This is an optimization exercise on Yosys and OpenROAD, whose aim is small area, a short achievable clock period and few clock cycles, not a production implementation.
Power is estimated from default activity; no workload was simulated.

==> branch harbor <==
==> flow/design.v (excerpt) <==
module polyline_uniform_resampler #(
   parameter int MAX_PER_SEGMENT = plr_pkg::MAX_PER_SEGMENT_DEF,
   parameter int COORD_BITS      = plr_pkg::COORD_BITS_DEF
) (
   input  logic                           clock,
   input  logic                           reset,
   input  logic                           req_tvalid,
   output logic                           req_tready,
   input  logic [plr_pkg::REQ_DATA_W-1:0] req_tdata,   
   input  logic                           req_tlast,   
   output logic                           rsp_tvalid,
   input  logic                           rsp_tready,
   output logic [plr_pkg::RSP_DATA_W-1:0] rsp_tdata,   
   output logic                           rsp_tlast,   
   output logic [plr_pkg::RSP_USER_W-1:0] rsp_tuser,   
   input  logic                           psel,
   input  logic                           penable,
   input  logic                           pwrite,
   input  logic [plr_pkg::CSR_ADDR_W-1:0] paddr,
   input  logic [plr_pkg::CSR_DATA_W-1:0] pwdata,
   output logic [plr_pkg::CSR_DATA_W-1:0] prdata,
   output logic                           pready
);
clock: 11.0 ns
lec_check: 0
abc_clock_period_in_ps: 3000
cap_margin: 20
core_margin: 2
core_utilization: 40
cts_cluster_diameter: 60
cts_cluster_size: 30
slew_margin: 20
tns_end_percent: 100
standard.sh (not shown) runs the stock make flow with config.mk's settings and CLKGATE_MAP_FILE= SYNTH_SCRIPT=/design/flow/synth_recipe.tcl, a recipe that flattens the netlist after the stock synthesis.
==> flow/flow/run.sh <==
#!/bin/bash
# The standard layout, with timing repair aiming below the clock period so that the
# achieved period is as short as the repair can make it, and plain buffers on the ports.
# Constraints are unchanged.
set -euo pipefail
bash standard.sh SETUP_SLACK_MARGIN=7.5 "BUFFER_PORTS_ARGS=-buffer_cell sky130_fd_sc_hd__buf_2" finish > standard.log 2>&1
==> inputs of branch delta, as changes to branch harbor <==
--- a/flow/design.v
+++ b/flow/design.v
@@ -131,20 +131,18 @@
    logic [LW-1:0] as_ff, ac_ff;            
    typedef enum logic [1:0] {
       N2_IDLE = 2'd0,
       N2_SRCH = 2'd1,
       N2_HAND = 2'd2
    } n2_state_t;
    n2_state_t     n2_st_ff;
    logic [2:0]    k2_ff;                   
-   logic [LW+1:0] d_ff;                    
+   logic [LW+1:0] x_ff;                    
    logic [LW-1:0] c_ff;                    
-   logic          first_ff;                
-   logic          n2_w_ff;                 
    logic [6:0]    n_ff;                    
    logic [CW-1:0] m2_x_ff, m2_y_ff;
    logic          m2_nx_ff, m2_ny_ff, m2_fin_ff, m2_zero_ff;
    logic [CW-1:0] m2_bx_ff, m2_by_ff;
    logic          b_v_ff;                  
    logic          b_done_ff;               
    logic [3:0]    b_cnt_ff;                
    logic [CW-1:0] b_bx_ff, b_by_ff;
@@ -218,73 +216,75 @@
                wmode_nx = 1'b1;
                n1_st_nx = N1_SQ;
             end
          end
          N1_SQ: begin
             if (k1_ff[4]) n1_st_nx = N1_DONE;
          end
          N1_DONE: begin
-            if (n2_load) n1_st_nx = N1_IDLE;
+            if (wmode_ff) begin
+               wmode_nx = 1'b0;
+               n1_st_nx = N1_IDLE;
+            end else if (n2_load) begin
+               n1_st_nx = N1_IDLE;
+            end
          end
          default: n1_st_nx = N1_IDLE;
       endcase
-      if ((n2_st_ff == N2_HAND) && n2_w_ff) wmode_nx = 1'b0;
       if (n1_free) begin
          n1_st_nx = N1_IDLE;
          if (!have_prev_ff) begin
             have_prev_nx = !cur_fin_ff;
             if (cur_fin_ff) n1_st_nx = N1_DONE;
          end else begin
             if (cur_fin_ff) have_prev_nx = 1'b0;
             if (!zero_len) begin
                n1_st_nx = N1_SQ;
             end else if (cur_fin_ff) begin
                n1_st_nx = N1_DONE;
             end
          end
       end
    end
-   logic          d_pos;
-   logic [LW+1:0] d_nx;
-   logic [LW:0]   c_nx;
-   logic [6:0]    n_fin;                   
+   logic          srch_ok;
+   logic [LW+1:0] x_ok, x_no;
+   logic [LW-1:0] c_ok;
    logic [LW-1:0] wb;                      
    logic [LW-1:0] wb_top;                  
    logic [4:0]    bl_m, bl_w;              
    logic [6:0]    ks_t;
    logic [2:0]    ks;                      
    logic          ks_none;                 
    logic [2:0]    m1_ks_ff;
    logic          m1_none_ff;
    logic [NW-1:0] n_num;
    logic          n2_free;
+   logic [LW-1:0] l2_sum;
    logic          n2_skip;
-   assign d_pos = !d_ff[LW+1];
-   assign d_nx  = d_ff + ({2'b00, c_ff} ^ {(LW+2){d_pos}}) + {2'b11, ~wb} + (LW+2)'(d_pos) + (LW+2)'(1);
-   assign c_nx  = first_ff ? {1'b0, wb}
-                           : {2'b00, c_ff[LW-1:1]} + ({1'b0, wb} ^ {(LW+1){!d_pos}}) + (LW+1)'(!d_pos);
-   assign n_fin = {n_ff[6:1], d_pos};
+   assign srch_ok = !x_ff[LW+1] && (x_ff[LW:0] >= {1'b0, wb});
+   assign x_ok    = x_ff - {2'b00, c_ff[LW-1:1]} - {wb, 1'b0};
+   assign x_no    = x_ff + {2'b00, c_ff[LW-1:1]};
+   assign c_ok    = {1'b0, c_ff[LW-1:1]} + wb;
    assign wb_top  = LW'({w_ff, 12'd0} >> {3'd6 - m1_ks_ff, 1'b0});
    always_comb begin
       bl_m = '0;
       for (int i = 0; i < CW; i++) if (m1_x_ff[i] || m1_y_ff[i]) bl_m = 5'(i + 1);
       bl_w = '0;
       for (int i = 0; i < 16; i++) if (w_ff[i]) bl_w = 5'(i + 1);
       ks_t    = 7'({bl_m, 1'b1}) - 7'(bl_w);
       ks_none = ks_t[6];
       ks      = (ks_t[5:1] >= 5'd6) ? 3'd6 : ks_t[3:1];
    end
-   assign n_num   = n_fin[6] ? NW'(MAX_PER_SEGMENT) : n_fin[NW-1:0];
-   assign n2_hand = (n2_st_ff == N2_HAND) && !n2_w_ff && (!b_v_ff || c_qt)
-                    && ((n_num != '0) || m2_fin_ff);
+   assign n_num   = n_ff[6] ? NW'(MAX_PER_SEGMENT) : n_ff[NW-1:0];
+   assign l2_sum  = as_ff + ac_ff;
+   assign n2_hand = (n2_st_ff == N2_HAND) && (!b_v_ff || c_qt) && ((n_num != '0) || m2_fin_ff);
    assign n2_free = (n2_st_ff == N2_IDLE)
-                    || ((n2_st_ff == N2_HAND)
-                        && (n2_w_ff || !b_v_ff || c_qt || ((n_num == '0) && !m2_fin_ff)));
-   assign n2_load = (n1_st_ff == N1_DONE) && n2_free;
+                    || ((n2_st_ff == N2_HAND) && (!b_v_ff || c_qt || ((n_num == '0) && !m2_fin_ff)));
+   assign n2_load = (n1_st_ff == N1_DONE) && !wmode_ff && n2_free;
    logic [DW-1:0] b_dq_x_nx, b_dq_y_nx;
    logic [NW-1:0] b_rem_x_nx, b_rem_y_nx;
    logic          short_div;
    plr_div #(.DW(DW), .NW(NW)) u_div_x (
       .divisor (b_num_ff),
       .rem_in  (b_rem_x_ff),
       .dq_in   (b_dq_x_ff),
       .rem_out (b_rem_x_nx),
@@ -322,28 +322,28 @@
    assign step_y  = o_y_ff + (c_q_y_ff ^ {DW{c_ny_ff}}) + DW'(c_w_y_ff ^ c_ny_ff);
    always_ff @(posedge clock) begin
       rd_hi_ff <= paddr[2];
       if (reset) begin
          iv_ff <= plr_pkg::SAMPLE_INTERVAL_RESET;
          w_ff  <= 16'd25;
       end else begin
          if (csr_wr_iv) iv_ff <= pwdata[7:0];
-         if ((n2_st_ff == N2_HAND) && n2_w_ff) w_ff <= d_ff[15:0];
+         if (wmode_ff && (n1_st_ff == N1_DONE)) w_ff <= l2_sum[15:0];
       end
       if (reset) begin
          n1_st_ff     <= N1_IDLE;
          rdy_ff       <= 1'b0;
          cur_v_ff     <= 1'b0;
          have_prev_ff <= 1'b0;
          wmode_ff     <= 1'b0;
          wpend_ff     <= 1'b0;
       end else begin
          n1_st_ff     <= n1_st_nx;
-         rdy_ff       <= !wpend_nx && !wmode_nx && (!cur_v_nx || (n1_st_nx == N1_IDLE));
+         rdy_ff       <= !cur_v_nx || ((n1_st_nx == N1_IDLE) && !wpend_nx);
          cur_v_ff     <= cur_v_nx;
          have_prev_ff <= have_prev_nx;
          wmode_ff     <= wmode_nx;
          wpend_ff     <= wpend_nx;
       end
       if (req_fire) begin
          cur_x_ff   <= req_tdata[CW-1:0];
          cur_y_ff   <= req_tdata[2*CW-1:CW];
@@ -374,45 +374,42 @@
          m1_none_ff <= ks_none;
          k1_ff      <= {k1_ff[3:0], 1'b0};
          as_ff      <= sq_s;
          ac_ff      <= sq_c;
       end
       if (reset) begin
          n2_st_ff <= N2_IDLE;
       end else if (n2_load) begin
-         n2_st_ff <= ((m1_zero_ff || m1_none_ff) && !wmode_ff) ? N2_HAND : N2_SRCH;
+         n2_st_ff <= (m1_zero_ff || m1_none_ff) ? N2_HAND : N2_SRCH;
       end else if (n2_free) begin
          n2_st_ff <= N2_IDLE;
       end else if (n2_st_ff == N2_SRCH) begin
-         if (k2_ff == 3'd0) n2_st_ff <= N2_HAND;
+         if ((k2_ff == 3'd0) || ((k2_ff == 3'd6) && srch_ok)) n2_st_ff <= N2_HAND;
       end
       if (n2_load) begin
-         d_ff      <= ((m1_zero_ff || m1_none_ff) && !wmode_ff) ? '1 : {2'b10, as_ff};
-         first_ff  <= 1'b1;
-         c_ff      <= ac_ff;
+         x_ff      <= {2'b00, l2_sum};
+         c_ff      <= '0;
          n_ff      <= '0;
-         n2_w_ff   <= wmode_ff;
-         k2_ff     <= wmode_ff ? 3'd0 : m1_ks_ff;
-         wb        <= wmode_ff ? '0 : wb_top;
+         k2_ff     <= m1_ks_ff;
+         wb        <= wb_top;
          m2_x_ff   <= m1_x_ff;
          m2_y_ff   <= m1_y_ff;
          m2_nx_ff  <= m1_nx_ff;
          m2_ny_ff  <= m1_ny_ff;
          m2_fin_ff <= m1_fin_ff;
          m2_zero_ff <= m1_zero_ff;
          m2_bx_ff  <= m1_bx_ff;
          m2_by_ff  <= m1_by_ff;
       end else if (n2_st_ff == N2_SRCH) begin
          k2_ff      <= k2_ff - 3'd1;
          wb         <= wb >> 2;
-         first_ff   <= 1'b0;
-         c_ff       <= LW'(c_nx);
-         d_ff       <= {d_nx[LW+1] ^ first_ff, d_nx[LW:0]};
-         if (!first_ff) n_ff[k2_ff + 3'd1] <= d_pos;
+         c_ff       <= srch_ok ? c_ok : (c_ff >> 1);
+         x_ff       <= srch_ok ? x_ok : x_no;
+         n_ff[k2_ff] <= srch_ok;
       end
       if (reset) begin
          b_v_ff <= 1'b0;
       end else if (n2_hand) begin
          b_v_ff <= 1'b1;
       end else if (b_free) begin
          b_v_ff <= 1'b0;
       end
==> flow/flow/run.sh (replaced) <==
#!/bin/bash
# The standard layout, with timing repair aiming below the clock period so that the
# achieved period is as short as the repair can make it. Constraints are unchanged.
set -euo pipefail
bash standard.sh SETUP_SLACK_MARGIN=7.5 finish > standard.log 2>&1
==> inputs of branch violet, as changes to branch harbor <==
--- a/flow/design.v
+++ b/flow/design.v
@@ -131,20 +131,18 @@
    logic [LW-1:0] as_ff, ac_ff;            
    typedef enum logic [1:0] {
       N2_IDLE = 2'd0,
       N2_SRCH = 2'd1,
       N2_HAND = 2'd2
    } n2_state_t;
    n2_state_t     n2_st_ff;
    logic [2:0]    k2_ff;                   
-   logic [LW+1:0] d_ff;                    
+   logic [LW+1:0] x_ff;                    
    logic [LW-1:0] c_ff;                    
-   logic          first_ff;                
-   logic          n2_w_ff;                 
    logic [6:0]    n_ff;                    
    logic [CW-1:0] m2_x_ff, m2_y_ff;
    logic          m2_nx_ff, m2_ny_ff, m2_fin_ff, m2_zero_ff;
    logic [CW-1:0] m2_bx_ff, m2_by_ff;
    logic          b_v_ff;                  
    logic          b_done_ff;               
    logic [3:0]    b_cnt_ff;                
    logic [CW-1:0] b_bx_ff, b_by_ff;
@@ -218,73 +216,75 @@
                wmode_nx = 1'b1;
                n1_st_nx = N1_SQ;
             end
          end
          N1_SQ: begin
             if (k1_ff[4]) n1_st_nx = N1_DONE;
          end
          N1_DONE: begin
-            if (n2_load) n1_st_nx = N1_IDLE;
+            if (wmode_ff) begin
+               wmode_nx = 1'b0;
+               n1_st_nx = N1_IDLE;
+            end else if (n2_load) begin
+               n1_st_nx = N1_IDLE;
+            end
          end
          default: n1_st_nx = N1_IDLE;
       endcase
-      if ((n2_st_ff == N2_HAND) && n2_w_ff) wmode_nx = 1'b0;
       if (n1_free) begin
          n1_st_nx = N1_IDLE;
          if (!have_prev_ff) begin
             have_prev_nx = !cur_fin_ff;
             if (cur_fin_ff) n1_st_nx = N1_DONE;
          end else begin
             if (cur_fin_ff) have_prev_nx = 1'b0;
             if (!zero_len) begin
                n1_st_nx = N1_SQ;
             end else if (cur_fin_ff) begin
                n1_st_nx = N1_DONE;
             end
          end
       end
    end
-   logic          d_pos;
-   logic [LW+1:0] d_nx;
-   logic [LW:0]   c_nx;
-   logic [6:0]    n_fin;                   
+   logic          srch_ok;
+   logic [LW+1:0] x_ok, x_no;
+   logic [LW-1:0] c_ok;
    logic [LW-1:0] wb;                      
    logic [LW-1:0] wb_top;                  
    logic [4:0]    bl_m, bl_w;              
    logic [6:0]    ks_t;
    logic [2:0]    ks;                      
    logic          ks_none;                 
    logic [2:0]    m1_ks_ff;
    logic          m1_none_ff;
    logic [NW-1:0] n_num;
    logic          n2_free;
+   logic [LW-1:0] l2_sum;
    logic          n2_skip;
-   assign d_pos = !d_ff[LW+1];
-   assign d_nx  = d_ff + ({2'b00, c_ff} ^ {(LW+2){d_pos}}) + {2'b11, ~wb} + (LW+2)'(d_pos) + (LW+2)'(1);
-   assign c_nx  = first_ff ? {1'b0, wb}
-                           : {2'b00, c_ff[LW-1:1]} + ({1'b0, wb} ^ {(LW+1){!d_pos}}) + (LW+1)'(!d_pos);
-   assign n_fin = {n_ff[6:1], d_pos};
+   assign srch_ok = !x_ff[LW+1] && (x_ff[LW:0] >= {1'b0, wb});
+   assign x_ok    = x_ff - {2'b00, c_ff[LW-1:1]} - {wb, 1'b0};
+   assign x_no    = x_ff + {2'b00, c_ff[LW-1:1]};
+   assign c_ok    = {1'b0, c_ff[LW-1:1]} + wb;
    assign wb_top  = LW'({w_ff, 12'd0} >> {3'd6 - m1_ks_ff, 1'b0});
    always_comb begin
       bl_m = '0;
       for (int i = 0; i < CW; i++) if (m1_x_ff[i] || m1_y_ff[i]) bl_m = 5'(i + 1);
       bl_w = '0;
       for (int i = 0; i < 16; i++) if (w_ff[i]) bl_w = 5'(i + 1);
       ks_t    = 7'({bl_m, 1'b1}) - 7'(bl_w);
       ks_none = ks_t[6];
       ks      = (ks_t[5:1] >= 5'd6) ? 3'd6 : ks_t[3:1];
    end
-   assign n_num   = n_fin[6] ? NW'(MAX_PER_SEGMENT) : n_fin[NW-1:0];
-   assign n2_hand = (n2_st_ff == N2_HAND) && !n2_w_ff && (!b_v_ff || c_qt)
-                    && ((n_num != '0) || m2_fin_ff);
+   assign n_num   = n_ff[6] ? NW'(MAX_PER_SEGMENT) : n_ff[NW-1:0];
+   assign l2_sum  = as_ff + ac_ff;
+   assign n2_hand = (n2_st_ff == N2_HAND) && (!b_v_ff || c_qt) && ((n_num != '0) || m2_fin_ff);
    assign n2_free = (n2_st_ff == N2_IDLE)
-                    || ((n2_st_ff == N2_HAND)
-                        && (n2_w_ff || !b_v_ff || c_qt || ((n_num == '0) && !m2_fin_ff)));
-   assign n2_load = (n1_st_ff == N1_DONE) && n2_free;
+                    || ((n2_st_ff == N2_HAND) && (!b_v_ff || c_qt || ((n_num == '0) && !m2_fin_ff)));
+   assign n2_load = (n1_st_ff == N1_DONE) && !wmode_ff && n2_free;
    logic [DW-1:0] b_dq_x_nx, b_dq_y_nx;
    logic [NW-1:0] b_rem_x_nx, b_rem_y_nx;
    logic          short_div;
    plr_div #(.DW(DW), .NW(NW)) u_div_x (
       .divisor (b_num_ff),
       .rem_in  (b_rem_x_ff),
       .dq_in   (b_dq_x_ff),
       .rem_out (b_rem_x_nx),
@@ -322,28 +322,28 @@
    assign step_y  = o_y_ff + (c_q_y_ff ^ {DW{c_ny_ff}}) + DW'(c_w_y_ff ^ c_ny_ff);
    always_ff @(posedge clock) begin
       rd_hi_ff <= paddr[2];
       if (reset) begin
          iv_ff <= plr_pkg::SAMPLE_INTERVAL_RESET;
          w_ff  <= 16'd25;
       end else begin
          if (csr_wr_iv) iv_ff <= pwdata[7:0];
-         if ((n2_st_ff == N2_HAND) && n2_w_ff) w_ff <= d_ff[15:0];
+         if (wmode_ff && (n1_st_ff == N1_DONE)) w_ff <= l2_sum[15:0];
       end
       if (reset) begin
          n1_st_ff     <= N1_IDLE;
          rdy_ff       <= 1'b0;
          cur_v_ff     <= 1'b0;
          have_prev_ff <= 1'b0;
          wmode_ff     <= 1'b0;
          wpend_ff     <= 1'b0;
       end else begin
          n1_st_ff     <= n1_st_nx;
-         rdy_ff       <= !wpend_nx && !wmode_nx && (!cur_v_nx || (n1_st_nx == N1_IDLE));
+         rdy_ff       <= !cur_v_nx || ((n1_st_nx == N1_IDLE) && !wpend_nx);
          cur_v_ff     <= cur_v_nx;
          have_prev_ff <= have_prev_nx;
          wmode_ff     <= wmode_nx;
          wpend_ff     <= wpend_nx;
       end
       if (req_fire) begin
          cur_x_ff   <= req_tdata[CW-1:0];
          cur_y_ff   <= req_tdata[2*CW-1:CW];
@@ -374,45 +374,42 @@
          m1_none_ff <= ks_none;
          k1_ff      <= {k1_ff[3:0], 1'b0};
          as_ff      <= sq_s;
          ac_ff      <= sq_c;
       end
       if (reset) begin
          n2_st_ff <= N2_IDLE;
       end else if (n2_load) begin
-         n2_st_ff <= ((m1_zero_ff || m1_none_ff) && !wmode_ff) ? N2_HAND : N2_SRCH;
+         n2_st_ff <= (m1_zero_ff || m1_none_ff) ? N2_HAND : N2_SRCH;
       end else if (n2_free) begin
          n2_st_ff <= N2_IDLE;
       end else if (n2_st_ff == N2_SRCH) begin
-         if (k2_ff == 3'd0) n2_st_ff <= N2_HAND;
+         if ((k2_ff == 3'd0) || ((k2_ff == 3'd6) && srch_ok)) n2_st_ff <= N2_HAND;
       end
       if (n2_load) begin
-         d_ff      <= ((m1_zero_ff || m1_none_ff) && !wmode_ff) ? '1 : {2'b10, as_ff};
-         first_ff  <= 1'b1;
-         c_ff      <= ac_ff;
+         x_ff      <= {2'b00, l2_sum};
+         c_ff      <= '0;
          n_ff      <= '0;
-         n2_w_ff   <= wmode_ff;
-         k2_ff     <= wmode_ff ? 3'd0 : m1_ks_ff;
-         wb        <= wmode_ff ? '0 : wb_top;
+         k2_ff     <= m1_ks_ff;
+         wb        <= wb_top;
          m2_x_ff   <= m1_x_ff;
          m2_y_ff   <= m1_y_ff;
          m2_nx_ff  <= m1_nx_ff;
          m2_ny_ff  <= m1_ny_ff;
          m2_fin_ff <= m1_fin_ff;
          m2_zero_ff <= m1_zero_ff;
          m2_bx_ff  <= m1_bx_ff;
          m2_by_ff  <= m1_by_ff;
       end else if (n2_st_ff == N2_SRCH) begin
          k2_ff      <= k2_ff - 3'd1;
          wb         <= wb >> 2;
-         first_ff   <= 1'b0;
-         c_ff       <= LW'(c_nx);
-         d_ff       <= {d_nx[LW+1] ^ first_ff, d_nx[LW:0]};
-         if (!first_ff) n_ff[k2_ff + 3'd1] <= d_pos;
+         c_ff       <= srch_ok ? c_ok : (c_ff >> 1);
+         x_ff       <= srch_ok ? x_ok : x_no;
+         n_ff[k2_ff] <= srch_ok;
       end
       if (reset) begin
          b_v_ff <= 1'b0;
       end else if (n2_hand) begin
          b_v_ff <= 1'b1;
       end else if (b_free) begin
          b_v_ff <= 1'b0;
       end
==> flow/flow/run.sh (replaced) <==
#!/bin/bash
# The standard layout, with timing repair aiming below the clock period so that the
# achieved period is as short as the repair can make it. Constraints are unchanged.
set -euo pipefail
bash standard.sh SETUP_SLACK_MARGIN=8.0 finish > standard.log 2>&1
==> comparison <==
- The highest wire length belongs to branch violet, the lowest to branch harbor.
- The highest cell count belongs to branch violet, the lowest to branch harbor.
- Combinational power, lowest first: branch delta, branch violet, branch harbor.
- Against branch harbor, the die area of branch delta is larger by 6.3%.
- In branch violet the synthesized cell count is larger than in branch harbor, by 9.2%.
- Clock skew, highest first: branch delta, branch harbor, branch violet.
- Worst setup slack: branch violet is higher than branch delta (21 ps).
- The lowest register-to-register slack belongs to branch harbor, the highest to branch violet.
- Critical path depth is the same in branch violet and branch delta.
==> figures <==
|  | branch delta | branch violet | branch harbor |
|---|---|---|---|
| Worst clock skew | 41.80 ps | 31.28 ps | 40.51 ps |
| Row count | 102 | 102 | 99 |
| Most frequent standard cell in the layout excluding fill and tap cells | sky130_fd_sc_hd__nand2_1 | sky130_fd_sc_hd__edfxtp_1 | sky130_fd_sc_hd__edfxtp_1 |
| Result of the run | timing/DRC/antenna clean | timing/DRC/antenna clean | timing/DRC/antenna clean |
| Final setup margin | 7445 ps | 7466 ps | 7299 ps |
| WS Path Type | reg -> out | reg -> out | reg -> reg |
| Via count of the first global-routing pass | 22021 | 23012 | 21146 |
| Part of the total power dissipated in sequential elements | 41.8% | 39.6% | 36.4% |
| Fill count | 7289 | 6962 | 6711 |
| Reported sequential group power | 2140 uW | 2140 uW | 2360 uW |
| GR Util met3 | 2.536% | 2.664% | 1.994% |
| Endpoint of the worst register-to-register path | x_ff[17] | as_ff[5] | d_ff[17] |
| Worst slew slack as a fraction of its limit | 23.84% | 36.50% | 29.24% |
| Maximum number of pins on one net before global-route repair | 102 | 66 | 75 |
| Vertical die dimension | 284.9 um | 284.9 um | 276.3 um |
| Count of plain and timing-repair buffers in the layout | 163 | 310 | 163 |
| Diodes inserted | 2 | 0 | 1 |
| Via-to-Cell Ratio | 5.316 | 5.355 | 5.412 |
| Simple-gate portion of the synthesized area | 14.25% | 14.25% | 13.36% |
Function was not checked in any run of this note: the RTL went through the layout flow alone.

-- re-timing with driven ports --
The flow's constraints put no driver on any port. The routed layouts listed below were extracted and timed again, unchanged, in two steps.
Step 1, drivers: a clkbuf_16 drives clock and a buf_2 each remaining input, both assumed.
Step 2, shift: input delay + t, output delay - t, t = (earliest + latest rising clock arrival at the registers) / 2. This alone moves slack from input paths to output paths.
Slacks: ideal ports / drivers / drivers and shift; pairs: ideal ports / drivers.
run	t, ns	setup slack, ns	hold WS [ns]	latest minus earliest clock arrival (ns)	slew at the worst register clock pin (ns)
branch harbor	0.641	7.299 / 7.299 / 7.008	0.418 / 0.418 / 0.418	0.041 / 0.041	0.11 / 0.11
branch delta	0.684	7.445 / 7.379 / 7.016	0.394 / 0.394 / 0.394	0.043 / 0.043	0.10 / 0.10
branch violet	0.688	7.466 / 7.401 / 7.263	0.411 / 0.411 / 0.411	0.035 / 0.035	0.10 / 0.10
After both steps setup and hold are still met in every run listed. For branch delta, which loses most, drivers alone change the setup slack by -0.066 ns; drivers and shift together by -0.429 ns.
